From an optimization exercise on the open Yosys and OpenROAD flow, aimed at small area and a short achievable clock period; shortcuts taken in it are not production practice. RTL that was checked went through simulation tests only; none was proved equivalent to the original. Power figures rest on the tool's default switching activity, not on a simulated workload.

Design periph_top, start of the top module:
module periph_top (
  input  logic                            clk_i,
  input  logic                            ndmreset_n,
  input  logic                            req_i,
  input  logic                            we_i,
  input  logic [31:0]                     addr_i,
  input  logic [3:0]                      be_i,
  input  logic [31:0]                     wdata_i,
  output logic [31:0]                     rdata_o,
  input  logic [32-1:0]  irq_sources_i,
  output logic                            timer_irq_o,
  output logic                            ipi_o,
  output logic [2-1:0]  eip_o
);
clock: 60.0 ns
lec_check: 0
abc_area: 1
cap_margin: 20
core_margin: 2
core_utilization: 55
place_density: 0.65
slew_margin: 20
synth_hierarchical: 1
synth_minimum_keep_size: 0
standard.sh (not shown) runs the stock make flow with config.mk's settings and CLKGATE_MAP_FILE= SYNTH_SCRIPT=/design/flow/synth_recipe.tcl, a recipe that flattens the netlist after the stock synthesis.
==> flow/flow/run.sh <==
#!/bin/bash
# The standard layout (standard.sh, unchanged synthesis and steps), with settings
# passed through the environment:
#  - port buffers are buf_2 cells instead of the default delay-buffer choice;
#  - timing repair (floorplan, CTS, global route) aims for a setup slack of
#    SETUP_SLACK_MARGIN ns at the design's own clock and constraints;
#  - clock tree: clkbuf_16 only, larger sink clusters, no dummy loads.
set -euo pipefail
export BUFFER_PORTS_ARGS="-buffer_cell sky130_fd_sc_hd__buf_2"
export SETUP_SLACK_MARGIN=45.2
export CTS_ARGS="-sink_clustering_enable -repair_clock_nets -buf_list sky130_fd_sc_hd__clkbuf_16 -sink_clustering_size 24 -sink_clustering_max_diameter 60 -dont_use_dummy_load"
bash standard.sh > standard.log 2>&1
Next try:
--- a/flow/flow/run.sh
+++ b/flow/flow/run.sh
@@ -8,5 +8,5 @@
 set -euo pipefail
 export BUFFER_PORTS_ARGS="-buffer_cell sky130_fd_sc_hd__buf_2"
-export SETUP_SLACK_MARGIN=45.2
+export SETUP_SLACK_MARGIN=44.5
 export CTS_ARGS="-sink_clustering_enable -repair_clock_nets -buf_list sky130_fd_sc_hd__clkbuf_16 -sink_clustering_size 24 -sink_clustering_max_diameter 60 -dont_use_dummy_load"
 bash standard.sh > standard.log 2>&1
Outcome: Setup slack gets worse by 0.41 ns; clock power hardly moves; flip-flop and latch count stays the same; critical path depth climbs by 4; total power barely changes; non-clock buffer count goes down by 21; cell count fell by 0.49%.

* * *

periph_top, a different RTL version from the one above (not shown whole).
For scale: about 3300 cells after synthesis, ~390 flip-flops, ~140 I/O pins, ~24000 µm² of cells after synthesis.
==> flow/config.mk <==
export PLATFORM = sky130hd
export DESIGN_NAME = periph_top
export DESIGN_NICKNAME = periph_top
export VERILOG_FILES = /design/flow/design.v
export SDC_FILE = /design/flow/constraint.sdc
export NUM_CORES = 4
export LEC_CHECK = 0
export ABC_AREA = 1
export CAP_MARGIN = 20
export CORE_MARGIN = 2
export CORE_UTILIZATION = 40
export SLEW_MARGIN = 20
==> flow/constraint.sdc <==
create_clock -name core_clock -period 60.0 [get_ports {clk_i}]
set_input_delay 12.0000 -clock core_clock [delete_from_list [all_inputs] [get_ports {clk_i}]]
set_output_delay 12.0000 -clock core_clock [all_outputs]
set_load 0.01 [all_outputs]
==> flow/flow/run.sh <==
#!/bin/bash
# The standard layout (standard.sh, unchanged synthesis and steps), with two settings
# passed through the environment:
#  - port buffers are buf_2 cells instead of the default delay-buffer choice;
#  - timing repair (floorplan, CTS, global route) aims for a setup slack of
#    SETUP_SLACK_MARGIN ns at the design's own clock and constraints.
set -euo pipefail
export BUFFER_PORTS_ARGS="-buffer_cell sky130_fd_sc_hd__buf_2"
export SETUP_SLACK_MARGIN=45
bash standard.sh > standard.log 2>&1
==> next run, changes <==
==> flow/run.sh (new file) <==
#!/bin/bash
# synth_recipe.tcl (not shown) runs the flow's synth.tcl, then flattens the netlist and writes it again
# the make line also repeats each setting of config.mk as NAME=value (left out here)
make -C /OpenROAD-flow-scripts/flow DESIGN_CONFIG=/design/flow/config.mk WORK_HOME=/design/flow/orfs CLKGATE_MAP_FILE= SYNTH_SCRIPT=/design/flow/synth_recipe.tcl finish
Settings changed: ABC_AREA 1 to unset, ABC_CLOCK_PERIOD_IN_PS set to 2500.
removed: flow/flow/run.sh
removed: flow/standard.sh
- utilization came out lower by 2.6 points
- die area came out higher by 5.8%
- worst hold slack got worse by 0.027 ns
- clock-buffer cell count came out higher by 5
No functional check of the RTL was part of any run of this note.

-- what the ideal ports hide --
How much do the figures lean on ideal ports? The routed layouts below were timed once more, with nothing changed but the port constraints. Step 1, drivers: a clkbuf_16 drives clk_i and a buf_2 each remaining input, both assumed. Step 2, shift: input delay + t, output delay - t, t = (earliest + latest rising clock arrival at the registers) / 2. This alone moves slack from input paths to output paths. Slacks: no drivers / after step 1 / after step 2; pairs: no drivers / after step 1.
| run | t, ns | setup WS [ns] | worst data-port slew with drivers (ns) |
|---|---|---|---|
| the first run of note 1 | 0.667 | 45.034 / 45.067 / 44.405 | 0.07 |
| the second run of note 1 | 0.663 | 44.627 / 44.562 / 44.108 | 0.06 |
| the first run of note 2 | 0.645 | 43.664 / 43.604 / 44.249 | 0.06 |
| the second run of note 2 | 0.675 | 41.034 / 40.967 / 41.642 | 0.06 |
After both steps every run listed still meets setup and hold. For the first run of note 1, which loses most, drivers alone change the setup slack by +0.033 ns; drivers and shift together by -0.629 ns.
